From an optimization exercise on the open Yosys and OpenROAD flow, aimed at small area and a short achievable clock period; shortcuts taken in it are not production practice.
RTL that was checked went through simulation tests only; none was proved equivalent to the original.
For run 7, only the layout was checked, not whether the RTL still works.
Power is estimated from default activity; no workload was simulated.

**design/flow/config.mk**
```make
export PLATFORM = sky130hd
export DESIGN_NAME = scoreboard_ctrl
export DESIGN_NICKNAME = scoreboard_ctrl
export VERILOG_FILES = /design/flow/design.v
export SDC_FILE = /design/flow/constraint.sdc
export NUM_CORES = 4
export LEC_CHECK = 0
export CAP_MARGIN = 20
export CORE_MARGIN = 2
export CORE_UTILIZATION = 40
export CTS_BUF_LIST = sky130_fd_sc_hd__clkbuf_8
export SETUP_SLACK_MARGIN = 3.7
export SLEW_MARGIN = 20
export SYNTH_HIERARCHICAL = 1
```
**design/flow/constraint.sdc**
```tcl
create_clock -name core_clock -period 8.5 [get_ports {clk}]
set_input_delay 1.7000 -clock core_clock [delete_from_list [all_inputs] [get_ports {clk}]]
set_output_delay 1.7000 -clock core_clock [all_outputs]
set_load 0.01 [all_outputs]
```
**design/flow/design.v**
```verilog
package sb_pkg;
    typedef logic [32-1:0]  inst_word_t;
    typedef logic [5-1:0] reg_idx_t;
    typedef logic [3-1:0]  fu_id_t;    
    typedef logic [5-1:0]  op_code_t;
    typedef enum logic [1:0] {
        CTRL_RUN,
        CTRL_WAIT_JUMP,
        CTRL_FLUSH
    } ctrl_state_t;
endpackage
`timescale 1ns/1ps
module inst_decoder (
    input  logic [31:0]  inst,
    input  logic         st_run,
    input  logic         st_flush,
    input  logic [5:1]   busy,
    input  logic [24:0]  dst_all,      
    output logic         issue_en,
    output logic [5:1]   rec,          
    output logic [4:0]   dec_op,
    output logic [4:0]   dec_dst,
    output logic [4:0]   dec_src1,
    output logic [4:0]   dec_src2,
    output logic         dd_nz,        
    output logic         ds1_nz,
    output logic         ds2_nz,
    output logic [5:1]   m1,           
    output logic [5:1]   m2
);
    logic [6:0] opcode;
    logic [2:0] funct3;
    logic [6:0] funct7;
    logic [4:0] rd_f, rs1_f, rs2_f;
    logic       alt_ok;
    logic [2:0] dec_fu;
    logic       use_rd, use_rs1, use_rs2;
    assign opcode = inst[6:0];
    assign funct3 = inst[14:12];
    assign funct7 = inst[31:25];
    assign rd_f   = inst[11:7];
    assign rs1_f  = inst[19:15];
    assign rs2_f  = inst[24:20];
    assign alt_ok = (funct7 == 7'h00) ||
                    (funct7 == 7'h20 && (funct3 == 3'b000 || funct3 == 3'b101));
    always_comb begin
        dec_fu  = 3'd0;
        dec_op  = '0;
        use_rd  = 1'b0;
        use_rs1 = 1'b0;
        use_rs2 = 1'b0;
        case (opcode)
            7'b0110011: begin
                if (funct7 == 7'h01) begin
                    dec_fu = funct3[2] ? 3'd4 : 3'd3;
                    dec_op = {3'b000, funct3[1:0]};
                    use_rd = 1'b1; use_rs1 = 1'b1; use_rs2 = 1'b1;
                end else if (alt_ok) begin
                    dec_fu = 3'd1;
                    dec_op = {1'b0, funct7[5], funct3};
                    use_rd = 1'b1; use_rs1 = 1'b1; use_rs2 = 1'b1;
                end
            end
            7'b0010011: begin
                if (funct3[1:0] != 2'b01 || alt_ok) begin
                    dec_fu  = 3'd1;
                    dec_op  = {1'b1, funct3 == 3'b101 && funct7[5], funct3};
                    use_rd  = 1'b1;
                    use_rs1 = 1'b1;
                end
            end
            7'b0000011: begin
                if (funct3 != 3'd3 && funct3 != 3'd6 && funct3 != 3'd7) begin
                    dec_fu  = 3'd2;
                    dec_op  = {2'b00, funct3};
                    use_rd  = 1'b1;
                    use_rs1 = 1'b1;
                end
            end
            7'b0100011: begin
                if (funct3 == 3'd0 || funct3 == 3'd1 || funct3 == 3'd2) begin
                    dec_fu  = 3'd2;
                    dec_op  = {2'b01, funct3};
                    use_rs1 = 1'b1;
                    use_rs2 = 1'b1;
                end
            end
            7'b1100011: begin
                if (funct3[2:1] != 2'b01) begin
                    dec_fu  = 3'd5;
                    dec_op  = {2'b00, funct3};
                    use_rs1 = 1'b1;
                    use_rs2 = 1'b1;
                end
            end
            7'b0110111: begin
                dec_fu = 3'd1;
                dec_op = 5'd24;
                use_rd = 1'b1;
            end
            7'b0010111: begin
                dec_fu = 3'd1;
                dec_op = 5'd25;
                use_rd = 1'b1;
            end
            7'b1101111: begin
                dec_fu = 3'd5;
                dec_op = 5'd8;
                use_rd = 1'b1;
            end
            7'b1100111: begin
                if (funct3 == 3'b000) begin
                    dec_fu  = 3'd5;
                    dec_op  = 5'd9;
                    use_rd  = 1'b1;
                    use_rs1 = 1'b1;
                end
            end
            default: ;
        endcase
    end
    assign dec_dst  = use_rd  ? rd_f  : '0;
    assign dec_src1 = use_rs1 ? rs1_f : '0;
    assign dec_src2 = use_rs2 ? rs2_f : '0;
    assign dd_nz    = use_rd  && (rd_f  != 5'd0);
    assign ds1_nz   = use_rs1 && (rs1_f != 5'd0);
    assign ds2_nz   = use_rs2 && (rs2_f != 5'd0);
    logic [5:1] sel, m_d;
    always_comb begin
        for (int u = 1; u <= 5; u++) begin
            sel[u] = (dec_fu == 3'(u));
            m_d[u] = busy[u] && (dst_all[5*(u-1) +: 5] == rd_f);
            m1[u]  = busy[u] && (dst_all[5*(u-1) +: 5] == rs1_f);
            m2[u]  = busy[u] && (dst_all[5*(u-1) +: 5] == rs2_f);
        end
    end
    logic stall;
    assign stall    = (|(sel & busy)) || (dd_nz && (|m_d));
    assign issue_en = st_flush || (st_run && !stall);
    assign rec      = (st_run && !stall) ? sel : 5'b0;
endmodule
`timescale 1ns/1ps
module writeback_arbiter (
    input  logic [5:1]   rdy1,
    input  logic [5:1]   rdy2,
    input  logic [5:1]   done,
    input  logic [5:1]   blk,          
    input  logic [4:0]   op_alu,
    input  logic [3:0]   op_mem,
    input  logic [1:0]   op_mul,
    input  logic [1:0]   op_div,
    input  logic [3:0]   op_jmp,
    input  logic [24:0]  src1_all,
    input  logic [24:0]  src2_all,
    input  logic [24:0]  dst_all,
    output logic [5:1]   disp,
    output logic [5:1]   wb,
    output logic [4:0]   disp_op,
    output logic [4:0]   rs1_ctrl,
    output logic [4:0]   rs2_ctrl,
    output logic         reg_write,
    output logic [2:0]   write_sel,
    output logic [4:0]   rd_ctrl
);
    logic [5:1] both, cand;
    assign both = rdy1 & rdy2;
    assign cand = done & ~blk;
    always_comb begin
        disp = '0;
        if (both[5])      disp[5] = 1'b1;
        else if (both[1]) disp[1] = 1'b1;
        else if (both[2]) disp[2] = 1'b1;
        else if (both[3]) disp[3] = 1'b1;
        else if (both[4]) disp[4] = 1'b1;
        wb = '0;
        if (cand[5])      wb[5] = 1'b1;
        else if (cand[1]) wb[1] = 1'b1;
        else if (cand[2]) wb[2] = 1'b1;
        else if (cand[3]) wb[3] = 1'b1;
        else if (cand[4]) wb[4] = 1'b1;
    end
    always_comb begin
        disp_op  = ({5{disp[1]}} & op_alu)
                 | ({5{disp[2]}} & {1'b0, op_mem})
                 | ({5{disp[3]}} & {3'b000, op_mul})
                 | ({5{disp[4]}} & {3'b000, op_div})
                 | ({5{disp[5]}} & {1'b0, op_jmp});
        rs1_ctrl = '0;
        rs2_ctrl = '0;
        rd_ctrl  = '0;
        for (int u = 1; u <= 5; u++) begin
            rs1_ctrl = rs1_ctrl | ({5{disp[u]}} & src1_all[5*(u-1) +: 5]);
            rs2_ctrl = rs2_ctrl | ({5{disp[u]}} & src2_all[5*(u-1) +: 5]);
            rd_ctrl  = rd_ctrl  | ({5{wb[u]}}   & dst_all[5*(u-1) +: 5]);
        end
    end
    assign reg_write = |cand;
    assign write_sel = {wb[4] | wb[5], wb[2] | wb[3], wb[1] | wb[3] | wb[5]};
endmodule
`timescale 1ns/1ps
module scoreboard_ctrl (
    input  logic               clk,
    input  logic               rst,
    input  sb_pkg::inst_word_t inst,
    input  logic               alu_done,
    input  logic               mem_done,
    input  logic               mul_done,
    input  logic               div_done,
    input  logic               jump_done,
    input  logic               is_jump,
    output logic               issue_en,
    output logic               alu_en,
    output logic               mem_en,
    output logic               mul_en,
    output logic               div_en,
    output logic               jump_en,
    output sb_pkg::op_code_t   disp_op,
    output sb_pkg::reg_idx_t   rs1_ctrl,
    output sb_pkg::reg_idx_t   rs2_ctrl,
    output logic               reg_write,
    output sb_pkg::fu_id_t     write_sel,
    output sb_pkg::reg_idx_t   rd_ctrl
);
    localparam int N = 5;
    logic [1:0]      state;             
    logic [N:1]      busy, done, rdy1, rdy2, wt1, wt2;
    logic [4:0]      dst  [1:N];
    logic [4:0]      src1 [1:N];
    logic [4:0]      src2 [1:N];
    logic [4:0]      op_alu;
    logic [3:0]      op_mem, op_jmp;
    logic [1:0]      op_mul, op_div;
    logic [N:1]      war [1:N];         
    logic [24:0] dst_all, src1_all, src2_all;
    assign dst_all  = {dst[5],  dst[4],  dst[3],  dst[2],  dst[1]};
    assign src1_all = {src1[5], src1[4], src1[3], src1[2], src1[1]};
    assign src2_all = {src2[5], src2[4], src2[3], src2[2], src2[1]};
    logic [N:1] rec, m1, m2;
    logic [4:0] dec_op, dec_dst, dec_src1, dec_src2;
    logic       dd_nz, ds1_nz, ds2_nz;
    inst_decoder u_dec (
        .inst     (inst),
        .st_run   (state == 2'd0),
        .st_flush (state == 2'd2),
        .busy     (busy),
        .dst_all  (dst_all),
        .issue_en (issue_en),
        .rec      (rec),
        .dec_op   (dec_op),
        .dec_dst  (dec_dst),
        .dec_src1 (dec_src1),
        .dec_src2 (dec_src2),
        .dd_nz    (dd_nz),
        .ds1_nz   (ds1_nz),
        .ds2_nz   (ds2_nz),
        .m1       (m1),
        .m2       (m2)
    );
    logic [N:1] blk, disp, wb;
    always_comb begin
        for (int u = 1; u <= N; u++) begin
            blk[u] = 1'b0;
            for (int v = 1; v <= N; v++) begin
                if (v != u) blk[u] = blk[u] | war[v][u];
            end
        end
    end
    writeback_arbiter u_out (
        .rdy1      (rdy1),
        .rdy2      (rdy2),
        .done      (done),
        .blk       (blk),
        .op_alu    (op_alu),
        .op_mem    (op_mem),
        .op_mul    (op_mul),
        .op_div    (op_div),
        .op_jmp    (op_jmp),
        .src1_all  (src1_all),
        .src2_all  (src2_all),
        .dst_all   (dst_all),
        .disp      (disp),
        .wb        (wb),
        .disp_op   (disp_op),
        .rs1_ctrl  (rs1_ctrl),
        .rs2_ctrl  (rs2_ctrl),
        .reg_write (reg_write),
        .write_sel (write_sel),
        .rd_ctrl   (rd_ctrl)
    );
    assign alu_en  = disp[1];
    assign mem_en  = disp[2];
    assign mul_en  = disp[3];
    assign div_en  = disp[4];
    assign jump_en = disp[5];
    logic rdy1_now, rdy2_now;
    assign rdy1_now = !(ds1_nz && |(m1 & ~wb));
    assign rdy2_now = !(ds2_nz && |(m2 & ~wb));
    logic [N:1] wake1, wake2, rdy1_n, rdy2_n, wt1_n, wt2_n;
    logic [N:1] done_in;
    assign done_in = {jump_done, div_done, mul_done, mem_done, alu_done};
    always_comb begin
        for (int u = 1; u <= N; u++) begin
            wake1[u] = wt1[u] && (src1[u] == rd_ctrl);
            wake2[u] = wt2[u] && (src2[u] == rd_ctrl);
            rdy1_n[u] = ((rec[u] ? rdy1_now : rdy1[u]) && !disp[u]) || wake1[u];
            rdy2_n[u] = ((rec[u] ? rdy2_now : rdy2[u]) && !disp[u]) || wake2[u];
            wt1_n[u]  = (rec[u] ? !rdy1_now : wt1[u]) && !wake1[u];
            wt2_n[u]  = (rec[u] ? !rdy2_now : wt2[u]) && !wake2[u];
        end
    end
    always_ff @(posedge clk or posedge rst) begin
        if (rst) begin
            state <= 2'd0;
            busy  <= '0;
            done  <= '0;
            rdy1  <= '0;
            rdy2  <= '0;
            wt1   <= '0;
            wt2   <= '0;
        end else begin
            case (state)
                2'd0:    if (rec[5]) state <= 2'd1;
                2'd1:    if (jump_done) state <= is_jump ? 2'd2 : 2'd0;
                default: state <= 2'd0;
            endcase
            busy <= (busy | rec) & ~wb;
            done <= (done | (done_in & busy)) & ~wb;
            rdy1 <= rdy1_n;
            rdy2 <= rdy2_n;
            wt1  <= wt1_n;
            wt2  <= wt2_n;
        end
    end
    always_ff @(posedge clk) begin
        for (int u = 1; u <= N; u++) begin
            if (rec[u]) begin
                dst[u]  <= dec_dst;
                src1[u] <= dec_src1;
                src2[u] <= dec_src2;
            end
        end
        if (rec[1]) op_alu <= dec_op;
        if (rec[2]) op_mem <= dec_op[3:0];
        if (rec[3]) op_mul <= dec_op[1:0];
        if (rec[4]) op_div <= dec_op[1:0];
        if (rec[5]) op_jmp <= dec_op[3:0];
    end
    always_ff @(posedge clk) begin
        for (int u = 1; u <= N; u++) begin
            for (int v = 1; v <= N; v++) begin
                if (v != u) begin
                    if (rec[u])
                        war[v][u] <= dd_nz && ((rdy1_n[v] && src1[v] == dec_dst) ||
                                               (rdy2_n[v] && src2[v] == dec_dst));
                    else if (rec[v])
                        war[v][u] <= (rdy1_n[v] && ds1_nz && m1[u]) ||
                                     (rdy2_n[v] && ds2_nz && m2[u]);
                    else
                        war[v][u] <= war[v][u] && !disp[v];
                end else begin
                    war[v][u] <= 1'b0;
                end
            end
        end
    end
endmodule
```
**design/flow/flow/run.sh**
```bash
#!/bin/bash
# Layout: the standard ORFS flow, with the port buffers inserted at
# placement made of the smallest plain buffer (the resizer still sizes them up
# where timing or slew needs it). Make's full output goes to flow_make.log.
set -euo pipefail
export BUFFER_PORTS_ARGS="-buffer_cell sky130_fd_sc_hd__buf_1"
export RECOVER_POWER=30
bash standard.sh > flow_make.log 2>&1
```
**design/flow/standard.sh**
```bash
#!/bin/bash
# synth_recipe.tcl (not shown) runs the flow's synth.tcl, then flattens the netlist and writes it again
# the make line also repeats each setting of config.mk as NAME=value (left out here)
make -C /OpenROAD-flow-scripts/flow DESIGN_CONFIG=/design/flow/config.mk WORK_HOME=/design/flow/orfs CLKGATE_MAP_FILE= SYNTH_SCRIPT=/design/flow/synth_recipe.tcl "${@:-finish}"
```
==> out/metrics.yaml, run 1 <==
synthesis:
  yosys_warnings: 13
  netlist_top_cells_area: "edfxtp_1, xor2_1, dfrtp_1"
  synth_common_cells: "xor2_1, edfxtp_1, nand2_1"
  syn_inst: 841
  synth_edf_count: 92
  synth_seq_cells: 144
  yosys.area.top_type: "edfxtp_1"
  synth_flop_cell: "edfxtp_1"
  synth_nets: 881
  syn_avg_cell_area_um2: 10.49
  yosysMostFrequentCell: "xor2_1"
  netlist_area_mm2: 0.008821
  synth_top_cell_area_share: 0.3132
  synth.distinct_cells: 75
  async_flop_share: 0.2222
  ys_seq_area_frac: 0.4494
placement:
  hpwl_mm: 19.67
  routabilityCongestion: 0.9089
  io_buffer_count: 69
  pre_cts_ws_ps: 2943
floorplanning:
  die_y_um: 152.5
  pin_count: 70
  rows: 54
  die-area_mm2: 0.02326
  die_x_um: 152.5
  initial_utilization: 0.4055
  coreArea_mm2: 0.02176
cells_and_area:
  n_antenna_cell: 0
  finalNetCount: 945
  area_growth_pct: 12.13
  drive_gt1_frac: 0.1166
clocking:
  clock_sinks: 144
  cts_tree: "done"
  cts_root_buf: "clkbuf_8"
  clock_path_buffers: 2
  clk_pin_slew_ps: 80
  clk_latency_ps: 470
  cts_buffers: 17
  htree_levels: 4
power_and_ir_drop:
  p_leak_uw: 0.003686
  vdd_drop_max_uv: 77.71
  power_density_mw_per_mm2: 185.9
min_path:
  worstHoldEndpoint: "wt2[5]"
  hold_path_class: "register to register"
  hp-start: "wt2[5]"
  hold_path_depth: 1
sta:
  period_needed_ps: 5087
  finalSetupTns_ps: 0
  finalSetupViolations: 0
  relSlewSlack: -0.4702
  finalMaxSlewViolations: 33
  tightestPinTransition_ps: 2205
  fmax_mhz: 196.6
  setup_ws_ps: 3413
  finalHoldViolations: 0
  finalCritPeriodShare: 0.5985
  fin_skew_ps: 20.17
  rsz0062_at_grt: "true"
worst_setup_path:
  reg2reg_slack_ps: 4080
  crit_type: "register to output pin"
  cp-start-kind: "register"
  reg2reg_depth: 9
  cp.arrival_ps: 3390
  r2r_start: "war[3][2]"
  worstPathMaxFanout: 11
  critPathRequiredTime_ps: 6800
  endpoint_kind: "output pin"
  reg2reg_to: "war[3][2]"
detailed_routing:
  viasPerCell: 6.014
  routedWlPerCell_um: 22.70
  ant_nets: 0
  via_count: 7205
  wl_mm: 27.20
  drc: 0
  first_pass_iters: 7
  initialDrtViolationCount: 782
global_routing:
  first_global_vias: 7017
  grt_start_max_net_pins: 33
  grt_pass1_wl_mm: 41.58
  track_usage: 0.2316
  overflow: 0
  antenna_found_initial: 0
run:
  drv_cap: 1
outcome:
  so_faults: "capacitance limit, slew limit"
  status: "complete, but fails checks"
critical path: stages (launching register included):
cell	delay (ps)
dfxtp_1	350
or4_1	570
nand4b_1	230
nor3_1	1040
a221o_4	540
buf_1	200
Yosys stat by module (local to each module, per instance):
| module | cells | copies in the design | flip-flops and latches |
|---|---|---|---|
| scoreboard_ctrl | 518 | 1 | 144 |
| writeback_arbiter | 89 | 1 | 0 |
| inst_decoder | 234 | 1 | 0 |
worst max-delay path by stage:
stage	slack [ps]	from	cells past startpoint	to
final	3410	war[1][4]	5	rd_ctrl[2]
after global routing	3300	war[1][4]	5	rd_ctrl[2]
after CTS	3490	inst[3]	8	issue_en
after detailed placement	2940	inst[14]	8	issue_en
after global placement	2950	inst[14]	8	issue_en
after floorplan	3720	inst[12]	7	issue_en
area by class of cell:
class                   count  area (um2)
fillers                  2103       11870
multi-input cells         635        4659
flip-flops and latches    144        3964
repair buffers             96       494.2
well taps                 280       350.3
clock buffers              17       234.0
clock inverters            15       145.1
inverters                  11       43.79
logic make-up after synthesis:
family,count (synthesis),share of synthesized area
compound gates,164,0.1479
buf+inv,62,0.03277
simple gates,288,0.1872
flops,144,0.4494
xor+xnor,176,0.1748
mux,7,0.007944
report_power, final:
part           switching [uW]  internal, uW
registers                37.9           779
logic                     315           171
clock network             297           240
total                     650          1190
metal layers:
| layer | vias up | wire length, um | GRT usage |
|---|---|---|---|
| met5 | - | 0 | 0 |
| met4 | 0 | 781 | 0.09744 |
| met3 | 59 | 2043 | 0.05262 |
| met2 | 326 | 13030 | 0.3728 |
| met1 | 3552 | 11340 | 0.3020 |
| li1 | 3268 | - | - |
state kept, by name, summed over array words and instances (netlist names), 4 cells and up:
register and cells:
war 20, op_alu 5, op_jmp 4, rdy2 5, src2 25, src1 25
wt1 5, busy 5, wt2 5, op_mem 4, rdy1 5, dst 25
done 5
stage by stage:
step / util / instances / hold WS, ps / cell area, um2 / total power, uW
final: 0.4546 / 1198 / 483.0 / 9891 / 1839
after global routing: 0.4546 / 1198 / 506.5 / 9891 / 1927
after CTS: 0.4496 / 1189 / 483.5 / 9782 / 1835
after detailed placement: 0.4294 / 1154 / 472.8 / 9341 / 1300
after global placement: 0.4294 / 1154 / 465.7 / 9341 / 1297
after floorplan: - / 841 / 441.6 / 8852 / 1166
placed cells by master (no fill, tap or decap), drive strengths merged, types with 6 or more instances in the layout:
cell type and count:
nor2b 29, dfxtp 20, o21ai 6, nor4 39, inv 20, buf 86
nand3 21, a21oi 55, a221o 11, o31ai 7, and3 28, a31oi 7
edfxtp 92, nor2 45, nand2 58, mux2i 7, nand2b 7, a32oi 20
o21bai 6, clkbuf 27, nand4 21, a22oi 17, o21a 7, xnor2 35
a222oi 17, dfrtp 32, or4 7, xor2 141, nor3 16
timing repair:
item / CTS / global route
gates resized for setup: 10 / 40
buffers inserted: 3 / 9
setup endpoints to repair: 22 / 26
pin swaps: 1 / 13
hold buffers: 0 / 0
==> run 2: changes to the inputs <==
--- a/design/flow/flow/run.sh
+++ b/design/flow/flow/run.sh
@@ -5,4 +5,3 @@
 set -euo pipefail
 export BUFFER_PORTS_ARGS="-buffer_cell sky130_fd_sc_hd__buf_1"
-export RECOVER_POWER=30
 bash standard.sh > flow_make.log 2>&1
==> run 2 against run 1 <==
Net effect:
- via count hardly changed
- worst hold slack hardly changed
- clock skew is 1.8 ps higher
- routed wire length is 0.26% lower
- clock-buffer cell count stayed put
- final cell count stayed put
- now clean on timing, DRC and antenna
- die area stayed put
- flip-flop and latch count stayed put
==> out/metrics.yaml, run 2 <==
sta:
  rsz0062_at_grt: "true"
  fmax_mhz: 204.9  # +4.2%
  finalSetupViolations: 0  # unchanged
  tightestPinTransition_ps: 1060  # -1145 ps
  finalHoldViolations: 0  # unchanged
  relSlewSlack: 0.2878  # +0.7579
  period_needed_ps: 4880  # -207.3 ps
  finalCritPeriodShare: 0.5741  # -0.02438
  finalSetupTns_ps: 0  # unchanged
  fin_skew_ps: 22.02  # +1.841 ps
  finalMaxSlewViolations: 0  # -100%
clocking:
  clk_latency_ps: 470  # about the same
  cts_tree: "done"
  htree_levels: 4  # unchanged
  cts_root_buf: "clkbuf_8"
  clk_pin_slew_ps: 80  # about the same
  clock_sinks: 144  # unchanged
  cts_buffers: 17  # unchanged
  clock_path_buffers: 2  # unchanged
cells_and_area:
  drive_gt1_frac: 0.1296  # +0.01307
  finalNetCount: 945  # unchanged
  final_cells: 1198  # unchanged
  layout_common_cells: "xor2_1, edfxtp_1, buf_1"
  n_antenna_cell: 0  # unchanged
  reg_top3: "dst: 25 flops, src1: 25 flops, src2: 25 flops"
  area_growth_pct: 13.21
  layout_commonest_cell: "xor2_1"
power_and_ir_drop:
  swShare: 0.3553  # +0.001845
  switchingPower_uw: 657.6  # +1.2%
  vdd_drop_max_uv: 78.21  # +0.64%
  pwr-share-comb: 0.268  # +0.004
  p_int_uw: 1193  # +0.38%
  p_seq_frac: 0.441  # -0.003
  p_leak_uw: 0.003708  # +0.58%
  p_total_uw: 1851  # +0.66%
  power_density_mw_per_mm2: 185.4  # -0.29%
  clkPwrFrac: 0.291  # about the same
detailed_routing:
  first_pass_iters: 8  # +1
  via_count: 7208  # +0.042%
  drc: 0  # unchanged
  wl_mm: 27.13  # -0.26%
  initialDrtViolationCount: 803  # +2.7%
  viasPerCell: 6.017  # about the same
  ant_nets: 0  # unchanged
  routedWlPerCell_um: 22.64  # -0.26%
min_path:
  hold_path_depth: 1  # unchanged
  worstHoldEndpoint: "wt2[5]"
  hp-start: "wt2[5]"
  hold_path_class: "register to register"
floorplanning:
  die_y_um: 152.5  # unchanged
  pin_count: 70  # unchanged
  initial_utilization: 0.4055  # unchanged
  die-area_mm2: 0.02326  # unchanged
  coreArea_mm2: 0.02176  # unchanged
  die_x_um: 152.5  # unchanged
  rows: 54  # unchanged
worst_setup_path:
  reg2reg_slack_ps: 4340  # +260 ps
  worst-path-buf-inv: 2  # +1
  reg2reg_to: "war[2][1]"
  cp.depth: 8  # +3
  crit_type: "primary input to output pin"
  critPathRequiredTime_ps: 6800  # about the same
  crit_chain: "buf_8, or4_4, nor2_4, nand3_4, a31oi_4, o21a_4, o21bai_4, buf_6"
  reg2reg_depth: 13  # +4
  cp.arrival_ps: 3180  # -210 ps
  crit_slowest_cell: "or4_4"
  critical_path.max_stage_delay_ps: 550  # -490 ps
  cp_top_family: "simple AND/OR/NAND/NOR gates"
  r2r_start: "war[2][5]"
  endpoint_kind: "output pin"
  worstPathMaxFanout: 3  # -8
  cp-start-kind: "primary input"
synthesis:
  synth_edf_count: 92  # unchanged
  netlist_top_cells_area: "edfxtp_1, xor2_1, dfrtp_1"
  async_flop_share: 0.2222  # unchanged
  syn_avg_cell_area_um2: 10.49  # unchanged
  yosys.area.top_type: "edfxtp_1"
  ys_seq_area_frac: 0.4494  # unchanged
  netlist_area_mm2: 0.008821  # unchanged
  synth_flop_cell: "edfxtp_1"
  synth.distinct_cells: 75  # unchanged
  synth_seq_cells: 144  # unchanged
  synth_common_cells: "xor2_1, edfxtp_1, nand2_1"
  synth_nets: 881  # unchanged
  synth_top_cell_area_share: 0.3132  # unchanged
  syn_inst: 841  # unchanged
  yosysMostFrequentCell: "xor2_1"
  yosys_warnings: 13  # unchanged
global_routing:
  antenna_found_initial: 0  # unchanged
  overflow: 0  # unchanged
  first_global_vias: 7017  # unchanged
  grt_pass1_wl_mm: 41.58  # unchanged
  track_usage: 0.2316  # unchanged
  grt_start_max_net_pins: 33  # unchanged
placement:
  io_buffer_count: 69  # unchanged
  hpwl_mm: 19.67  # unchanged
  placed_cells: 1154  # unchanged
  routabilityCongestion: 0.9089  # unchanged
run:
  drv_cap: 0  # -1
outcome:
  status: "finished clean"
## run 2: cell counts after synthesis
Identical to the previous run, type by type.
## run 2: cells by family after synthesis
logic type / share of synthesized area
flops: 0.4494
compound gates: 0.1479
mux: 0.007944
simple gates: 0.1872
buf+inv: 0.03277
xor+xnor: 0.1748
## run 2: what timing repair did
item	in CTS	in global routing
setup buffers	3	9
endpoints found under the setup margin	22	26
endpoints found under the hold margin	0	0
pin swaps	1	13
gates resized for setup	10	40
gates cloned	0	0
hold buffers	0	0
## run 2: layout make-up
class	count	area (um2)
fillers	2089	11770
multi-input cells	635	4740
flip-flops and latches	144	3964
repair buffers	96	509.2
well taps	280	350.3
clock buffers	17	234.0
clock inverters	15	145.1
inverters	11	43.79
## run 2: per-module statistics from Yosys (local to each module, per instance)
module	area (um2)	flops+latches
inst_decoder	1704	0
scoreboard_ctrl	6462	144
writeback_arbiter	654.4	0
## run 2: worst max path at each step
| stage | from | endpoint | slack (ps) |
|---|---|---|---|
| 2_1_floorplan | inst[12] | issue_en | 3720 |
| 3_3_place_gp | inst[14] | issue_en | 2950 |
| 3_5_place_dp | inst[14] | issue_en | 2940 |
| 4_1_cts | inst[3] | issue_en | 3490 |
| 5_1_grt | inst[29] | issue_en | 3540 |
| 6_report | inst[29] | issue_en | 3620 |
## run 2: power groups by stage
| stage | logic, uW | registers [uW] | clock network, uW |
|---|---|---|---|
| global route | 543 | 821 | 575 |
| detailed placement | 470 | 830 | 0 |
| finish | 497 | 816 | 538 |
| global placement | 467 | 831 | 0 |
| floorplan | 352 | 815 | 0 |
| CTS | 476 | 815 | 545 |
## run 2: through the flow
stage	area (um2)	worst slack, ps	util	hold slack (ps)
after floorplan	8852	3721	-	441.6
after global placement	9341	2949	0.4294	465.7
after detailed placement	9341	2943	0.4294	472.8
after CTS	9782	3486	0.4496	483.5
after global routing	9986	3545	0.4590	506.5
final	9986	3620	0.4590	483.2
## run 2: metal layers
metal | vias up | track usage | part of all wire | wire [um]
met1 | 3489 | 0.3020 | 0.41 | 11190
met4 | 0 | 0.09744 | 0.032 | 861
li1 | 3272 | - | - | -
met2 | 377 | 0.3728 | 0.48 | 12900
met5 | - | 0 | 0 | 0
met3 | 70 | 0.05262 | 0.080 | 2174
==> run 3: changes to the inputs <==
--- a/design/flow/config.mk
+++ b/design/flow/config.mk
@@ -8,5 +8,5 @@
 export CAP_MARGIN = 20
 export CORE_MARGIN = 2
-export CORE_UTILIZATION = 40
+export CORE_UTILIZATION = 35
 export CTS_BUF_LIST = sky130_fd_sc_hd__clkbuf_8
 export SETUP_SLACK_MARGIN = 3.7
==> run 3 against run 2 <==
Net effect:
- clock-buffer cell count is the same
- sequential power is essentially flat
- setup slack gained 22 ps
- flip-flop and latch count is the same
- power grew 3.1%
- critical path type unchanged
- largest power group unchanged
- highest routed layer unchanged
==> out/metrics.yaml, run 3 <==
cells_and_area:
  drive_gt1_frac: 0.1413  # +0.01167
  fillers: 2463  # +18%
  area_growth_pct: 15.04
  layout_commonest_cell: "xor2_1"
  finalNetCount: 947  # +0.21%
  reg_top3: "dst: 25 flops, src1: 25 flops, src2: 25 flops"
  layout_common_cells: "xor2_1, edfxtp_1, nand2_1"
  n_antenna_cell: 0  # unchanged
synthesis:
  synth_top_family_by_area: "simple AND/OR/NAND/NOR gates"
  yosys_warnings: 13  # unchanged
  synth-simple-area-share: 0.1872  # unchanged
  yosysMostFrequentCell: "xor2_1"
  synth_xor_area_frac: 0.1748  # unchanged
  synth.distinct_cells: 75  # unchanged
  synth_flop_cell: "edfxtp_1"
  synth_top_cell_area_share: 0.3132  # unchanged
  synth_seq_cells: 144  # unchanged
  synthAdderAreaFrac: 0  # unchanged
  syn_avg_cell_area_um2: 10.49  # unchanged
  ys_seq_area_frac: 0.4494  # unchanged
  syn_inst: 841  # unchanged
  yosys.area.top_type: "edfxtp_1"
  synth_common_cells: "xor2_1, edfxtp_1, nand2_1"
  synth_nets: 881  # unchanged
  netlist_area_mm2: 0.008821  # unchanged
  async_flop_share: 0.2222  # unchanged
  netlist_top_cells_area: "edfxtp_1, xor2_1, dfrtp_1"
  synth_edf_count: 92  # unchanged
  muxShareOfSynthArea: 0.007943  # unchanged
  synth_compound_area_frac: 0.1479  # unchanged
clocking:
  cts_tree: "done"
  clock_sinks: 144  # unchanged
  clk_latency_ps: 460  # about the same
  htree_levels: 4  # unchanged
  clk_pin_slew_ps: 90  # about the same
  cts_root_buf: "clkbuf_8"
  ctsHoldBuffers: 0  # unchanged
  clock_path_buffers: 2  # unchanged
  cts_buffers: 17  # unchanged
worst_setup_path:
  endpoint_kind: "output pin"
  cp-start-kind: "primary input"
  crit_type: "primary input to output pin"
  critPathRequiredTime_ps: 6800  # about the same
  cp.arrival_ps: 3160  # -20 ps
  worstPathMaxFanout: 3  # unchanged
sta:
  relSlewSlack: 0.2790  # -0.008758
  finalCritPeriodShare: 0.5716  # -0.002566
  fmax_mhz: 205.8  # +0.45%
  finalMaxSlewViolations: 0  # unchanged
  period_needed_ps: 4858  # -21.81 ps
  rsz0062_at_grt: "true"
  fin_skew_ps: 14.34  # -7.675 ps
  tightestPinTransition_ps: 1082  # +21.10 ps
  finalSetupTns_ps: 0  # unchanged
  finalHoldViolations: 0  # unchanged
  hold_slack_ps: 484.7  # +1.418 ps
  finalSetupViolations: 0  # unchanged
min_path:
  hold_path_class: "register to register"
detailed_routing:
  wl_mm: 27.40  # +0.99%
  initialDrtViolationCount: 831  # +3.5%
  first_pass_iters: 8  # unchanged
  drc: 0  # unchanged
  viasPerCell: 5.679  # -5.6%
  ant_nets: 0  # unchanged
  routedWlPerCell_um: 21.92  # -3.2%
  via_count: 7099  # -1.5%
floorplanning:
  die-area_mm2: 0.02649  # +14%
  pin_count: 70  # unchanged
  initial_utilization: 0.3533  # -0.05210
  die_x_um: 162.8  # +6.7%
  rows: 58  # +7.4%
  coreArea_mm2: 0.02496  # +15%
  die_y_um: 162.8  # +6.7%
global_routing:
  grt_start_max_net_pins: 39  # +18%
  grt_pass1_wl_mm: 42.05  # +1.1%
  overflow: 0  # unchanged
  track_usage: 0.2106  # -0.02094
  first_global_vias: 7085  # +0.97%
  antenna_found_initial: 0  # unchanged
run:
  drv_cap: 0  # unchanged
power_and_ir_drop:
  power_density_mw_per_mm2: 188.0  # +1.4%
  p_total_uw: 1908  # +3.1%
  vdd_drop_max_uv: 93.54  # +20%
  p_leak_uw: 0.003765  # +1.5%
placement:
  io_buffer_count: 69  # unchanged
  hpwl_mm: 19.61  # -0.29%
  routabilityCongestion: 0.9341  # +2.8%
outcome:
  status: "finished clean"
-- run 3: cell counts after synthesis --
No cell type changed its count.
-- run 3: layer usage --
layer  GRT usage  share of wire
met4     0.07442          0.026
met1      0.2702           0.42
met5           0              0
met3     0.03565          0.064
met2      0.3586           0.49
-- run 3: path summary, 6_finish.rpt --
| kind | startpoint | end | slack, ps | cells after the start |
|---|---|---|---|---|
| worst max-delay path | inst[29] | issue_en | 3640 | 8 |
| worst min-delay path | wt2[2] | wt2[2] | 480 | 1 |
| worst max register to register | war[2][5] | war[1][4] | 4340 | 13 |
| worst min register to register | wt2[2] | wt2[2] | 480 | 1 |
| max in group asynchronous | rst | busy[4] | 6850 | 3 |
| min in group asynchronous | rst | wt2[4] | 1320 | 3 |
-- run 3: worst max-delay path: stages --
cell      delay [ps]
buf_6            100
or4_4            550
nor2_4           150
nand3_4           90
a31oi_4          210
o21a_4           170
o21bai_4          60
buf_6            120
-- run 3: cell type report --
cell class	count	area, um2	area share
clock buffers	17	234.0	0.02306
multi-input cells	635	4765	0.4695
flip-flops and latches	144	3964	0.3906
repair buffers	98	535.5	0.05277
well taps	330	412.9	0.04069
inverters	11	42.54	0.004192
clock inverters	15	193.9	0.01911
-- run 3: cell families (layout without fill, tap and decap cells) --
kind of cell | Yosys count | count (layout)
and+or+nand+nor | 288 | 288
xor gates and xnor gates | 176 | 176
AOI/OAI and AO/OA | 164 | 164
DFF | 144 | 144
buffers and inverters | 62 | 141
muxes | 7 | 7
-- run 3: per-stage QoR --
stage                     area, um2    util  cells  setup WS, ps
after floorplan                8852       -    841          3721
after global placement         9412  0.3770   1205          3006
final                         10150  0.4065   1250          3642
after global routing          10150  0.4065   1250          3610
after CTS                      9933  0.3979   1243          3550
after detailed placement       9412  0.3770   1205          2949
-- run 3: power breakdown --
part	total (uW)	internal, uW	switching, uW
Combinational	507	179	329
Clock	585	275	310
Sequential	815	778	36.9
-- run 3: per-module statistics from Yosys (local to each module, per instance) --
module,flip-flops and latches,cells
scoreboard_ctrl,144,518
inst_decoder,0,234
writeback_arbiter,0,89
-- run 3: what timing repair did --
action / CTS / global route
setup buffers: 6 / 7
gates cloned: 0 / 0
resized for setup: 14 / 47
pin swaps: 3 / 10
endpoints found under the setup margin: 16 / 26
==> run 4: changes to the inputs <==
--- a/design/flow/config.mk
+++ b/design/flow/config.mk
@@ -8,7 +8,7 @@
 export CAP_MARGIN = 20
 export CORE_MARGIN = 2
-export CORE_UTILIZATION = 35
+export CORE_UTILIZATION = 45
 export CTS_BUF_LIST = sky130_fd_sc_hd__clkbuf_8
-export SETUP_SLACK_MARGIN = 3.7
+export SETUP_SLACK_MARGIN = 3.9
 export SLEW_MARGIN = 20
 export SYNTH_HIERARCHICAL = 1
==> run 4 against run 3 <==
Net effect:
- sequential share of layout area is 0.24 points lower
- critical path type unchanged
- maximum frequency increased by 1.2%
- global-route usage up 6.3 points
- final area up 0.63%
- power increased by 0.69%
- largest power group unchanged
- clock-buffer cell count did not move
- flip-flop and latch count stayed put
- clock power shrank 2%
- sequential power about the same
- still clean
==> out/metrics.yaml, run 4 <==
outcome:
  status: "finished clean"
synthesis:
  async_flop_share: 0.2222  # unchanged
  syn_inst: 841  # unchanged
  yosys.area.top_type: "edfxtp_1"
  synth.distinct_cells: 75  # unchanged
  synth_edf_count: 92  # unchanged
  netlist_top_cells_area: "edfxtp_1, xor2_1, dfrtp_1"
  yosysMostFrequentCell: "xor2_1"
  ys_seq_area_frac: 0.4494  # unchanged
  yosys_warnings: 13  # unchanged
  synth_seq_cells: 144  # unchanged
  netlist_area_mm2: 0.008821  # unchanged
  syn_avg_cell_area_um2: 10.49  # unchanged
  synth_top_cell_area_share: 0.3132  # unchanged
  synth_flop_cell: "edfxtp_1"
  synth_nets: 881  # unchanged
  synth_common_cells: "xor2_1, edfxtp_1, nand2_1"
global_routing:
  grt_start_max_net_pins: 37  # -5.1%
  antenna_found_initial: 0  # unchanged
  first_global_vias: 6916  # -2.4%
  track_usage: 0.2735  # +0.06291
  overflow: 0  # unchanged
  grt_pass1_wl_mm: 41.53  # -1.2%
placement:
  placed_cells: 1137  # -5.6%
  routabilityCongestion: 0.9292  # -0.52%
  pre_cts_ws_ps: 3019  # +69.86 ps
  hpwl_mm: 19.48  # -0.67%
  io_buffer_count: 69  # unchanged
cells_and_area:
  drive_gt1_frac: 0.1563  # +0.01501
  finalNetCount: 961  # +1.5%
  layout_commonest_cell: "xor2_1"
  area_growth_pct: 15.76
  final_cells: 1199  # -4.1%
  reg_top3: "dst: 25 flops, src1: 25 flops, src2: 25 flops"
  layout_common_cells: "xor2_1, edfxtp_1, nand2_1"
  fillers: 1766  # -28%
  n_antenna_cell: 0  # unchanged
min_path:
  hp-start: "wt2[5]"
  worstHoldEndpoint: "wt2[5]"
  hold_path_class: "register to register"
  hold_path_depth: 1  # unchanged
sta:
  finalSetupTns_ps: 0  # unchanged
  tightestPinTransition_ps: 1026  # -55.34 ps
  finalHoldViolations: 0  # unchanged
  finalSetupViolations: 0  # unchanged
  hold_slack_ps: 492.1  # +7.442 ps
  fmax_mhz: 208.2  # +1.2%
  finalMaxSlewViolations: 0  # unchanged
  rsz0062_at_grt: "true"
  period_needed_ps: 4803  # -55.51 ps
  fin_skew_ps: 15.70  # +1.358 ps
  setup_ws_ps: 3697  # +55.51 ps
  relSlewSlack: 0.3159  # +0.03689
  finalCritPeriodShare: 0.5650  # -0.006531
worst_setup_path:
  critical_path.max_stage_delay_ps: 360  # -190 ps
  worst-path-buf-inv: 3  # +1
  cp-start-kind: "primary input"
  critPathRequiredTime_ps: 6800  # about the same
  reg2reg_depth: 14  # +1
  crit_chain: "buf_8, and4bb_4, and3_4, buf_12, nand3_4, a31oi_4, o21a_4, o21bai_4, buf_6"
  crit_slowest_cell: "and4bb_4"
  endpoint_kind: "output pin"
  crit_type: "primary input to output pin"
  cp.arrival_ps: 3100  # -60 ps
  r2r_start: "war[2][5]"
  worstPathMaxFanout: 5  # +2
  reg2reg_to: "war[4][1]"
  cp_top_family: "simple AND/OR/NAND/NOR gates"
  reg2reg_slack_ps: 4270  # -70 ps
floorplanning:
  rows: 51  # -12%
  initial_utilization: 0.4562  # +0.1029
  coreArea_mm2: 0.01933  # -23%
  die_x_um: 144.0  # -12%
  pin_count: 70  # unchanged
  die_y_um: 144.0  # -12%
  die-area_mm2: 0.02074  # -22%
clocking:
  ctsHoldBuffers: 0  # unchanged
  htree_levels: 4  # unchanged
  cts_tree: "done"
  cts_root_buf: "clkbuf_8"
  clock_sinks: 144  # unchanged
  clock_path_buffers: 2  # unchanged
  clk_latency_ps: 470  # about the same
  clk_pin_slew_ps: 90  # about the same
  cts_buffers: 17  # unchanged
detailed_routing:
  routed-wl-met2_mm: 13.30  # -1.6%
  via_count: 7221  # +1.7%
  viasPerCell: 6.023  # +6.0%
  met1_length_mm: 11.77  # +2.9%
  drc: 0  # unchanged
  wl_met3_mm: 1.841  # +5.6%
  first_pass_iters: 6  # -2
  highest_layer: "met4"
  ant_nets: 0  # unchanged
  wl_mm: 27.77  # +1.4%
  routedWlPerCell_um: 23.16  # +5.7%
  initialDrtViolationCount: 859  # +3.4%
power_and_ir_drop:
  power_density_mw_per_mm2: 188.1  # about the same
  vdd_drop_max_uv: 97.13  # +3.8%
  p_leak_uw: 0.003842  # +2.0%
run:
  drv_cap: 0  # unchanged
-- run 4: what timing repair did --
action | 4_1_cts | 5_1_grt
gates resized for setup | 45 | 17
pin swaps | 9 | 10
buffers inserted | 17 | 12
setup endpoints to repair | 42 | 25
-- run 4: cells by family (layout without fill, tap and decap cells) --
kind of cell | Yosys count | after routing | share of synthesized area
simple gates | 288 | 288 | 0.1872
compound gates | 164 | 164 | 0.1479
buf+inv | 62 | 155 | 0.03277
xor+xnor | 176 | 176 | 0.1748
flops | 144 | 144 | 0.4494
mux | 7 | 7 | 0.007944
-- run 4: layout make-up --
type,count,area [um2],area share
inverter,11,46.29,0.004534
tap,265,331.6,0.03247
multi-input combinational,635,4770,0.4671
clock inverter,15,188.9,0.01850
sequential,144,3964,0.3882
clock buffer,17,234.0,0.02291
timing repair buffer,112,676.9,0.06629
-- run 4: per-stage QoR --
stage	instance area, um2	total power, uW	util
2_1_floorplan	8890	1167	-
4_1_cts	10060	1909	0.5202
3_3_place_gp	9335	1301	0.4828
6_report	10210	1921	0.5281
5_1_grt	10210	2005	0.5281
3_5_place_dp	9335	1306	0.4828
-- run 4: Yosys stat by module, one instance, submodules excluded --
module / times used / cell area, um2
writeback_arbiter: 1 / 654.4
scoreboard_ctrl: 1 / 6462
inst_decoder: 1 / 1704
-- run 4: worst max-delay path by stage --
stage / from / end / slack, ps / cells after the start
after floorplan: inst[9] / war[2][1] / 3730 / 11
final: inst[2] / issue_en / 3700 / 9
after global routing: inst[28] / issue_en / 3630 / 8
after global placement: inst[14] / war[1][2] / 3030 / 13
after detailed placement: inst[14] / issue_en / 3020 / 8
after CTS: inst[29] / issue_en / 3660 / 8
-- run 4: per-layer routing --
layer  up-vias  GRT usage
li1       3301          -
met1      3558     0.3626
met2       309     0.4436
met3        53    0.04536
met4         0     0.1197
met5         -          0
-- run 4: where the power goes --
part | switching [uW] | total (uW) | internal (uW) | leakage, uW
clock | 322 | 575 | 253 | 0.000211
sequential | 37.9 | 816 | 778 | 0.00144
combinational | 336 | 530 | 193 | 0.00219
==> run 5: changes to the inputs <==
--- a/design/flow/config.mk
+++ b/design/flow/config.mk
@@ -8,7 +8,7 @@
 export CAP_MARGIN = 20
 export CORE_MARGIN = 2
-export CORE_UTILIZATION = 45
+export CORE_UTILIZATION = 40
 export CTS_BUF_LIST = sky130_fd_sc_hd__clkbuf_8
-export SETUP_SLACK_MARGIN = 3.9
+export SETUP_SLACK_MARGIN = 3.8
 export SLEW_MARGIN = 20
 export SYNTH_HIERARCHICAL = 1
==> run 5 against run 4 <==
Net effect:
- global-route usage fell by 3.3 points
- sequential power hardly changed
- critical path depth decreased by 1
- non-clock buffer count is 9 lower
- first-iteration DRC count fell by 10%
- clock skew grew 0.53 ps
- critical endpoint unchanged
- routed wire length grew 1.8%
- highest routed layer unchanged
- via count up 0.43%
- clock power shrank 2%
- critical path type unchanged
- still clean on timing, DRC and antenna
- setup slack worse by 28 ps
- worst hold slack worse by 5.4 ps
==> out/metrics.yaml, run 5 <==
cells_and_area:
  fillers: 2079  # +18%
  layout_commonest_cell: "xor2_1"
  area_growth_pct: 14.92
  layout_common_cells: "xor2_1, edfxtp_1, nand2_1"
  n_antenna_cell: 0  # unchanged
  regArea_mm2: 0.003964  # unchanged
  finalNetCount: 952  # -0.94%
  multi_input_area_mm2: 0.004792  # +0.47%
  reg_top3: "dst: 25 flops, src1: 25 flops, src2: 25 flops"
  drive_gt1_frac: 0.1470  # -0.009290
floorplanning:
  pin_count: 70  # unchanged
  initial_utilization: 0.4055  # -0.05077
  die_x_um: 152.5  # +5.9%
  coreArea_mm2: 0.02176  # +13%
  rows: 54  # +5.9%
  die_y_um: 152.5  # +5.9%
  die-area_mm2: 0.02326  # +12%
synthesis:
  synth_seq_cells: 144  # unchanged
  async_flop_share: 0.2222  # unchanged
  synth_common_cells: "xor2_1, edfxtp_1, nand2_1"
  netlist_top_cells_area: "edfxtp_1, xor2_1, dfrtp_1"
  yosys.area.top_type: "edfxtp_1"
  syn_inst: 841  # unchanged
  syn_avg_cell_area_um2: 10.49  # unchanged
  synth.distinct_cells: 75  # unchanged
  synth_edf_count: 92  # unchanged
  synth_flop_cell: "edfxtp_1"
  synth_nets: 881  # unchanged
  netlist_area_mm2: 0.008821  # unchanged
  yosysMostFrequentCell: "xor2_1"
  yosys_warnings: 13  # unchanged
  synth_top_cell_area_share: 0.3132  # unchanged
  ys_seq_area_frac: 0.4494  # unchanged
global_routing:
  busiest_layer: "met2"
  track_usage: 0.2406  # -0.03293
  use_met2: 0.4039  # -0.03971
  use_met3: 0.04380  # -0.001564
  grt_pass1_wl_mm: 42.70  # +2.8%
  grtUsageMet1: 0.3096  # -0.05300
  overflow: 0  # unchanged
  grt_start_max_net_pins: 35  # -5.4%
  antenna_found_initial: 0  # unchanged
  first_global_vias: 7126  # +3.0%
worst_setup_path:
  cp_top_family: "compound AO/OA/AOI/OAI gates"
  crit_chain: "buf_1, nor4_4, nand3_1, a31o_2, a31oi_4, o21a_4, o21bai_4, buf_6"
  crit_slowest_cell: "nor4_4"
  cp.arrival_ps: 3130  # +30 ps
  cp-start-kind: "primary input"
  endpoint_kind: "output pin"
  crit_type: "primary input to output pin"
  worst-path-buf-inv: 2  # -1
  worstPathMaxFanout: 3  # -2
  critical_path.max_stage_delay_ps: 380  # +20 ps
  critPathRequiredTime_ps: 6800  # about the same
sta:
  fin_skew_ps: 16.22  # +0.5250 ps
  finalSetupTns_ps: 0  # unchanged
  finalCritPeriodShare: 0.5684  # +0.003341
  tightestPinTransition_ps: 1157  # +131.2 ps
  finalSetupViolations: 0  # unchanged
  finalHoldViolations: 0  # unchanged
  finalMaxSlewViolations: 0  # unchanged
  period_needed_ps: 4831  # +28.40 ps
  relSlewSlack: 0.2276  # -0.08829
  rsz0062_at_grt: "true"
  fmax_mhz: 207.0  # -0.59%
clocking:
  clk_latency_ps: 470  # about the same
  cts_tree: "done"
  clock_sinks: 144  # unchanged
  clock_path_buffers: 2  # unchanged
  clk_pin_slew_ps: 90  # about the same
  ctsHoldBuffers: 0  # unchanged
  cts_buffers: 17  # unchanged
  htree_levels: 4  # unchanged
  cts_root_buf: "clkbuf_8"
power_and_ir_drop:
  power_density_mw_per_mm2: 186.8  # -0.72%
  p_leak_uw: 0.003781  # -1.6%
  p_total_uw: 1893  # -1.4%
  vdd_drop_max_uv: 81.17  # -16%
run:
  drv_cap: 0  # unchanged
detailed_routing:
  viasPerCell: 6.018  # about the same
  first_pass_iters: 6  # unchanged
  via_count: 7252  # +0.43%
  routedWlPerCell_um: 23.46  # +1.3%
  ant_nets: 0  # unchanged
  drc: 0  # unchanged
  wl_mm: 28.26  # +1.8%
  initialDrtViolationCount: 771  # -10%
placement:
  io_buffer_count: 69  # unchanged
  hpwl_mm: 19.84  # +1.8%
  routabilityCongestion: 0.9177  # -1.2%
outcome:
  status: "finished clean"
min_path:
  hold_path_class: "register to register"
-- run 5: cell types whose count changed in the layout (fill, tap and decap cells not counted), sizes merged --
cell and change:
clkinv -2, inv +3, clkbuf +2, buf -11, clkinvlp -1
-- run 5: final cells by class --
| cell class | count | share of cell area |
|---|---|---|
| multi-input combinational | 635 | 0.4727 |
| sequential | 144 | 0.3910 |
| timing repair buffer | 103 | 0.05776 |
| tap | 280 | 0.03456 |
| clock buffer | 17 | 0.02308 |
| clock inverter | 15 | 0.01629 |
| inverter | 11 | 0.004567 |
-- run 5: repair_timing --
item	CTS	global route
gates resized for setup	37	20
pin swaps	9	7
buffers inserted	13	7
endpoints found under the setup margin	42	14
-- run 5: report_power, final --
part           internal (uW)  switching (uW)
Sequential               778            39.5
Combinational            178             336
Clock                    247             315
-- run 5: through the flow --
step / instances / area [um2] / setup WS, ps / util / hold slack (ps)
finish: 1205 / 10140 / 3669 / 0.4660 / 486.7
global route: 1205 / 10140 / 3630 / 0.4660 / 509.2
floorplan: 841 / 8880 / 3732 / - / 441.6
CTS: 1197 / 10000 / 3640 / 0.4597 / 484.9
detailed placement: 1152 / 9354 / 2822 / 0.4300 / 472.5
global placement: 1152 / 9354 / 2840 / 0.4300 / 458.3
-- run 5: path summary, 6_finish.rpt --
kind | start | to | slack [ps] | cells past startpoint
worst max-delay path | inst[28] | issue_en | 3670 | 8
worst min-delay path | wt2[1] | wt2[1] | 490 | 1
worst max register to register | war[2][5] | war[2][4] | 4450 | 12
worst min register to register | wt2[1] | wt2[1] | 490 | 1
max in group asynchronous | rst | done[2] | 6820 | 3
min in group asynchronous | rst | rdy1[2] | 1310 | 3
-- run 5: cells by family (layout without fill, tap and decap cells) --
logic type,Yosys count,count (layout),synth area share
AOI/OAI and AO/OA,164,164,0.1479
xor gates and xnor gates,176,176,0.1748
buffers and inverters,62,146,0.03277
DFF,144,144,0.4494
muxes,7,7,0.007944
and+or+nand+nor,288,288,0.1872
-- run 5: per-module statistics from Yosys, one instance, submodules excluded --
module / cells inside / times used
scoreboard_ctrl: 518 / 1
inst_decoder: 234 / 1
writeback_arbiter: 89 / 1
-- run 5: layer usage --
layer / up-vias / wire length [um]
met5: - / 0
met4: 0 / 783
met3: 62 / 1905
met2: 325 / 13940
met1: 3592 / 11640
li1: 3273 / -
==> run 6: changes to the inputs <==
--- a/design/flow/config.mk
+++ b/design/flow/config.mk
@@ -9,6 +9,8 @@
 export CORE_MARGIN = 2
 export CORE_UTILIZATION = 40
-export CTS_BUF_LIST = sky130_fd_sc_hd__clkbuf_8
-export SETUP_SLACK_MARGIN = 3.8
+export CTS_BUF_LIST = sky130_fd_sc_hd__clkbuf_4 sky130_fd_sc_hd__clkbuf_8
+export CTS_CLUSTER_DIAMETER = 80
+export CTS_CLUSTER_SIZE = 25
+export SETUP_SLACK_MARGIN = 3.7
 export SLEW_MARGIN = 20
 export SYNTH_HIERARCHICAL = 1
==> run 6 against run 5 <==
Net effect:
- critical path depth stayed put
- clock skew is 5.8 ps higher
- clock-buffer cell count stayed put
- area after synthesis stayed put
- routed wire length is 4.0% lower
- power is 2.2% lower
- first-iteration DRC count is 4.2% higher
- largest cell class unchanged
- synthesized cell count stayed put
- highest routed layer unchanged
- register-to-register slack worse by 110 ps
- maximum frequency is 1.0% lower
- still clean on timing, DRC and antenna
==> out/metrics.yaml, run 6 <==
clocking:
  clk_pin_slew_ps: 80  # about the same
  cts_root_buf: "clkbuf_8"
  clk_latency_ps: 470  # about the same
  clock_sinks: 144  # unchanged
  htree_levels: 4  # unchanged
  cts_buffers: 17  # unchanged
  clock_path_buffers: 2  # unchanged
  cts_tree: "done"
worst_setup_path:
  endpoint_kind: "output pin"
  cp_top_family: "simple AND/OR/NAND/NOR gates"
  reg2reg_depth: 13  # +1
  cp-start-kind: "primary input"
  critPathRequiredTime_ps: 6800  # about the same
  critical_path.max_stage_delay_ps: 550  # +170 ps
  worstPathMaxFanout: 3  # unchanged
  worst-path-buf-inv: 2  # unchanged
  cp.depth: 8  # unchanged
  cp.arrival_ps: 3180  # +50 ps
  crit_slowest_cell: "or4_4"
  crit_type: "primary input to output pin"
  crit_chain: "buf_8, or4_4, nor2_4, nand3_4, a31oi_4, o21a_4, o21bai_4, buf_6"
global_routing:
  grt_pass1_wl_mm: 41.58  # -2.6%
  antenna_found_initial: 0  # unchanged
  grt_start_max_net_pins: 33  # -5.7%
  track_usage: 0.2316  # -0.009036
  overflow: 0  # unchanged
  first_global_vias: 7017  # -1.5%
synthesis:
  yosys.area.top_type: "edfxtp_1"
  synth_common_cells: "xor2_1, edfxtp_1, nand2_1"
  synth_flop_cell: "edfxtp_1"
  async_flop_share: 0.2222  # unchanged
  yosysMostFrequentCell: "xor2_1"
  yosys_warnings: 13  # unchanged
  syn_inst: 841  # unchanged
  synth_edf_count: 92  # unchanged
  syn_avg_cell_area_um2: 10.49  # unchanged
  netlist_top_cells_area: "edfxtp_1, xor2_1, dfrtp_1"
  synth_nets: 881  # unchanged
  netlist_area_mm2: 0.008821  # unchanged
  ys_seq_area_frac: 0.4494  # unchanged
  synth.distinct_cells: 75  # unchanged
  synth_seq_cells: 144  # unchanged
  synth_top_cell_area_share: 0.3132  # unchanged
cells_and_area:
  drive_gt1_frac: 0.1296  # -0.01740
  layout_commonest_cell: "xor2_1"
  utilization: 0.4590  # -0.006959
  fillers: 2089  # +0.48%
  reg_top3: "dst: 25 flops, src1: 25 flops, src2: 25 flops"
  layout_common_cells: "xor2_1, edfxtp_1, buf_1"
  n_antenna_cell: 0  # unchanged
  finalNetCount: 945  # -0.74%
  area_growth_pct: 13.21
sta:
  finalHoldViolations: 0  # unchanged
  setup_ws_ps: 3620  # -48.92 ps
  finalMaxSlewViolations: 0  # unchanged
  finalCritPeriodShare: 0.5741  # +0.005755
  tightestPinTransition_ps: 1060  # -96.95 ps
  period_needed_ps: 4880  # +48.92 ps
  fmax_mhz: 204.9  # -1.0%
  finalSetupViolations: 0  # unchanged
  rsz0062_at_grt: "true"
  finalSetupTns_ps: 0  # unchanged
  fin_skew_ps: 22.02  # +5.792 ps
  relSlewSlack: 0.2878  # +0.06016
run:
  drv_cap: 0  # unchanged
placement:
  routabilityCongestion: 0.9089  # -0.96%
  hpwl_mm: 19.67  # -0.86%
  io_buffer_count: 69  # unchanged
  pre_cts_ws_ps: 2943  # +120.7 ps
power_and_ir_drop:
  power_density_mw_per_mm2: 185.4  # -0.76%
  p_leak_uw: 0.003708  # -1.9%
  p_total_uw: 1851  # -2.2%
  vdd_drop_max_uv: 78.21  # -3.7%
floorplanning:
  die_y_um: 152.5  # unchanged
  die-area_mm2: 0.02326  # unchanged
  initial_utilization: 0.4055  # unchanged
  coreArea_mm2: 0.02176  # unchanged
  rows: 54  # unchanged
  die_x_um: 152.5  # unchanged
  pin_count: 70  # unchanged
min_path:
  hold_path_class: "register to register"
  hold_path_depth: 1  # unchanged
detailed_routing:
  routedWlPerCell_um: 22.64  # -3.5%
  drc: 0  # unchanged
  wl_mm: 27.13  # -4.0%
  first_pass_iters: 8  # +2
  via_count: 7208  # -0.61%
  initialDrtViolationCount: 803  # +4.2%
  viasPerCell: 6.017  # about the same
  ant_nets: 0  # unchanged
outcome:
  status: "finished clean"
-- run 6: cells by family (layout without fill, tap and decap cells) --
group,Yosys count,in the layout,share of synthesized area
muxes,7,7,0.007944
and+or+nand+nor,288,288,0.1872
DFF,144,144,0.4494
xor gates and xnor gates,176,176,0.1748
AOI/OAI and AO/OA,164,164,0.1479
buffers and inverters,62,139,0.03277
-- run 6: final cells by class --
class,instances,area (um2),area share
inverters,11,43.79,0.004385
repair buffers,96,509.2,0.05100
flip-flops and latches,144,3964,0.3969
clock buffers,17,234.0,0.02343
well taps,280,350.3,0.03508
clock inverters,15,145.1,0.01453
multi-input cells,635,4740,0.4746
-- run 6: path summary, 6_finish.rpt --
| kind | from | endpoint | slack [ps] |
|---|---|---|---|
| worst min register to register | wt2[5] | wt2[5] | 480 |
| worst max register to register | war[2][5] | war[2][1] | 4340 |
| max in group asynchronous | rst | done[2] | 6820 |
| worst min-delay path | wt2[5] | wt2[5] | 480 |
| worst max-delay path | inst[29] | issue_en | 3620 |
| min in group asynchronous | rst | rdy2[5] | 1330 |
-- run 6: metal layers --
| layer | up-vias | part of all wire | track usage |
|---|---|---|---|
| li1 | 3272 | - | - |
| met1 | 3489 | 0.41 | 0.3020 |
| met2 | 377 | 0.48 | 0.3728 |
| met3 | 70 | 0.080 | 0.05262 |
| met4 | 0 | 0.032 | 0.09744 |
| met5 | - | 0 | 0 |
-- run 6: per-stage QoR --
stage | instances | hold slack, ps | instance area [um2]
after floorplan | 841 | 441.6 | 8852
after global placement | 1154 | 465.7 | 9341
after detailed placement | 1154 | 472.8 | 9341
after CTS | 1189 | 483.5 | 9782
after global routing | 1198 | 506.5 | 9986
final | 1198 | 483.2 | 9986
-- run 6: what timing repair did --
action                                  in CTS  in global routing
buffers inserted                             3                  9
resized for setup                           10                 40
endpoints found under the setup margin      22                 26
hold buffers                                 0                  0
pin swaps                                    1                 13
-- run 6: power breakdown --
part	leakage [uW]	total, uW	switching (uW)	internal (uW)
clock	0.000186	538	298	240
sequential	0.00144	816	37.9	778
combinational	0.00208	497	321	175
total	0.00371	1850	658	1190
-- run 6: modules after synthesis (local to each module, per instance) --
module             area [um2]  times used  flops+latches
inst_decoder             1704           1              0
scoreboard_ctrl          6462           1            144
writeback_arbiter       654.4           1              0
==> run 7: changes to the inputs <==
--- a/design/flow/design.v
+++ b/design/flow/design.v
@@ -351,9 +351,9 @@
                 if (v != u) begin
                     if (rec[u])
-                        war[v][u] <= dd_nz && ((rdy1_n[v] && src1[v] == dec_dst) ||
-                                               (rdy2_n[v] && src2[v] == dec_dst));
+                        war[v][u] <= dd_nz && !disp[v] && ((rdy1[v] && src1[v] == dec_dst) ||
+                                                           (rdy2[v] && src2[v] == dec_dst));
                     else if (rec[v])
-                        war[v][u] <= (rdy1_n[v] && ds1_nz && m1[u]) ||
-                                     (rdy2_n[v] && ds2_nz && m2[u]);
+                        war[v][u] <= (wake1[v] && ds1_nz && m1[u]) ||
+                                     (wake2[v] && ds2_nz && m2[u]);
                     else
                         war[v][u] <= war[v][u] && !disp[v];
--- a/design/flow/config.mk
+++ b/design/flow/config.mk
@@ -9,7 +9,5 @@
 export CORE_MARGIN = 2
 export CORE_UTILIZATION = 40
-export CTS_BUF_LIST = sky130_fd_sc_hd__clkbuf_4 sky130_fd_sc_hd__clkbuf_8
-export CTS_CLUSTER_DIAMETER = 80
-export CTS_CLUSTER_SIZE = 25
+export CTS_BUF_LIST = sky130_fd_sc_hd__clkbuf_8
 export SETUP_SLACK_MARGIN = 3.7
 export SLEW_MARGIN = 20
==> run 7 against run 6 <==
Net effect:
- final area up 2.5%
- critical endpoint unchanged
- flip-flop and latch count unchanged
- synthesized cell count up 0.83%
- sequential power up 2.7%
- die area up 2.2%
==> out/metrics.yaml, run 7 <==
floorplanning:
  rows: 54  # unchanged
  coreArea_mm2: 0.02196  # +0.93%
  initial_utilization: 0.4107  # +0.005203
  die_y_um: 154.1  # +1.1%
  die-area_mm2: 0.02376  # +2.2%
  pin_count: 70  # unchanged
  die_x_um: 154.1  # +1.1%
detailed_routing:
  initialDrtViolationCount: 724  # -9.8%
  first_pass_iters: 6  # -2
  viasPerCell: 6.107  # +1.5%
  drc: 0  # unchanged
  wl_mm: 28.79  # +6.1%
  routedWlPerCell_um: 23.85  # +5.3%
  ant_nets: 0  # unchanged
  via_count: 7371  # +2.3%
global_routing:
  grt_start_max_net_pins: 42  # +27%
  grt_pass1_wl_mm: 44.02  # +5.9%
  antenna_found_initial: 0  # unchanged
  first_global_vias: 7296  # +4.0%
  track_usage: 0.2441  # +0.01253
  overflow: 0  # unchanged
power_and_ir_drop:
  p_seq_frac: 0.444  # +0.003
  vdd_drop_max_uv: 91.73  # +17%
  p_total_uw: 1887  # +2.0%
  switchingPower_uw: 677.6  # +3.0%
  p_int_uw: 1210  # +1.4%
  swShare: 0.3591  # +0.003772
  power_density_mw_per_mm2: 184.3  # -0.56%
  clkPwrFrac: 0.292  # about the same
  p_leak_uw: 0.003717  # +0.26%
  pwr-share-comb: 0.264  # -0.004
synthesis:
  synth.distinct_cells: 79  # +5.3%
  syn_inst: 848  # +0.83%
  netlist_top_cells_area: "edfxtp_1, xor2_1, dfrtp_1"
  synth_seq_cells: 144  # unchanged
  synth_common_cells: "xor2_1, edfxtp_1, xnor2_1"
  yosys_warnings: 13  # unchanged
  yosysMostFrequentCell: "xor2_1"
  async_flop_share: 0.2222  # unchanged
  synth_top_cell_area_share: 0.3064  # -0.006823
  syn_avg_cell_area_um2: 10.63  # +1.4%
  synth_nets: 888  # +0.79%
  synth_flop_cell: "edfxtp_1"
  yosys.area.top_type: "edfxtp_1"
  ys_seq_area_frac: 0.4396  # -0.009789
  netlist_area_mm2: 0.009017  # +2.2%
  synth_edf_count: 92  # unchanged
outcome:
  status: "finished clean"
clocking:
  cts_buffers: 17  # unchanged
  clock_sinks: 144  # unchanged
  cts_root_buf: "clkbuf_8"
  htree_levels: 4  # unchanged
  cts_tree: "done"
  clk_pin_slew_ps: 90  # about the same
  clk_latency_ps: 480  # about the same
  clock_path_buffers: 2  # unchanged
cells_and_area:
  n_antenna_cell: 0  # unchanged
  reg_top3: "dst: 25 flops, src1: 25 flops, src2: 25 flops"
  drive_gt1_frac: 0.1510  # +0.02140
  fillers: 2057  # -1.5%
  layout_commonest_cell: "xor2_1"
  area_growth_pct: 13.54
  utilization: 0.4663  # +0.007273
  finalNetCount: 954  # +0.95%
  layout_common_cells: "xor2_1, edfxtp_1, xnor2_1"
sta:
  finalSetupViolations: 0  # unchanged
  fin_skew_ps: 18.39  # -3.626 ps
  finalSetupTns_ps: 0  # unchanged
  rsz0062_at_grt: "true"
  fmax_mhz: 207.1  # +1.1%
  finalMaxSlewViolations: 0  # unchanged
  tightestPinTransition_ps: 944.5  # -115.9 ps
  finalHoldViolations: 0  # unchanged
  finalCritPeriodShare: 0.5681  # -0.006073
  relSlewSlack: 0.3697  # +0.08190
  period_needed_ps: 4829  # -51.62 ps
worst_setup_path:
  cp.arrival_ps: 3130  # -50 ps
  critPathRequiredTime_ps: 6800  # about the same
  crit_type: "primary input to output pin"
  cp-start-kind: "primary input"
  endpoint_kind: "output pin"
  worstPathMaxFanout: 2  # -1
min_path:
  hold_path_class: "register to register"
placement:
  routabilityCongestion: 0.9071  # -0.20%
  hpwl_mm: 20.64  # +4.9%
  io_buffer_count: 69  # unchanged
run:
  drv_cap: 0  # unchanged
-- run 7: final timing paths --
path | start | to | slack, ps | depth (start not counted)
worst max-delay path | inst[28] | issue_en | 3670 | 8
max in group asynchronous | rst | state[1] | 6860 | 3
worst min register to register | state[1] | state[0] | 480 | 1
min in group asynchronous | rst | wt1[4] | 1300 | 3
worst min-delay path | state[1] | state[0] | 480 | 1
worst max register to register | war[1][5] | war[4][2] | 4870 | 11
-- run 7: final cells by class --
type | count | area (um2) | area share
Inverter | 15 | 61.31 | 0.005988
Sequential cell | 144 | 3964 | 0.3871
Multi-Input combinational cell | 634 | 4915 | 0.4800
Clock inverter | 15 | 147.6 | 0.01442
Timing Repair Buffer | 102 | 566.8 | 0.05536
Clock buffer | 17 | 234.0 | 0.02285
Tap cell | 280 | 350.3 | 0.03422
-- run 7: power groups by stage --
stage / Clock, uW / Sequential (uW) / Combinational [uW]
finish: 552 / 838 / 498
global route: 588 / 842 / 534
CTS: 557 / 835 / 471
detailed placement: 0 / 850 / 457
global placement: 0 / 850 / 453
floorplan: 0 / 827 / 344
-- run 7: cell families after synthesis --
kind of cell,count (synthesis),share of synthesized area
multiplexers,2,0.002220
buffers and inverters,70,0.03844
AND/OR/NAND/NOR,301,0.2106
AO/OA/AOI/OAI,154,0.1372
flip-flops,144,0.4396
XOR/XNOR,177,0.1719
-- run 7: routing by layer --
layer,routed length [um],part of all wire,vias up,global-route usage
met1,12770,0.44,3683,0.3310
met5,0,0,-,0
li1,-,-,3323,-
met2,13460,0.47,312,0.3961
met3,1883,0.065,53,0.04820
met4,668,0.023,0,0.07299
-- run 7: critical path, stage by stage --
cell and delay [ps]:
buf_6 100, or4_4 550, nor2_4 130, nand3_4 90, a31oi_4 220, o21a_4 170
o21bai_4 50, buf_6 120
-- run 7: what timing repair did --
item,CTS,global route
gates resized for setup,34,28
hold buffers,0,0
pin swaps,8,9
setup endpoints to repair,10,14
buffers inserted,10,9
-- run 7: modules after synthesis, one instance, submodules excluded --
module / cells inside / flip-flops and latches / copies in the design
inst_decoder: 234 / 0 / 1
writeback_arbiter: 89 / 0 / 1
scoreboard_ctrl: 525 / 144 / 1
-- run 7: through the flow --
step	instance area (um2)	hold WS, ps	setup slack, ps	cells
CTS	10060	483.5	3663	1198
global route	10240	520.5	3607	1207
detailed placement	9485	470.6	2932	1156
global placement	9485	468.7	3092	1156
finish	10240	477.7	3671	1207
floorplan	9049	441.6	3748	848

-- afterwards: timing with drivers on the ports --
How much do the figures lean on ideal ports? The routed layouts below were timed once more, with nothing changed but the port constraints.
Step 1 sets driving cells, clkbuf_16 on the clock port and buf_2 on the other inputs (assumed; they add their load-dependent delay and slew).
Step 2 times the ports against the registers' clock, not the clock port: input delays grow and output delays shrink by t, the midpoint of the rising clock arrivals with the driver on.
Three values: ideal, step 1, step 2; two values: the first two.
run | t (ns) | slack for setup (ns) | worst setup path at the end | cell pins on the clock port's net
run 1 | 0.498 | 3.413 / 3.370 / 3.300 | input to register | 1
run 2 | 0.501 | 3.620 / 3.581 / 3.302 | input to register | 1
run 3 | 0.500 | 3.642 / 3.609 / 3.487 | input to register | 1
run 4 | 0.499 | 3.697 / 3.657 / 3.530 | input to register | 1
run 5 | 0.506 | 3.669 / 3.644 / 3.371 | input to register | 1
run 6 | 0.501 | 3.620 / 3.581 / 3.302 | input to register | 1
run 7 | 0.507 | 3.671 / 3.634 / 3.566 | input to register | 1
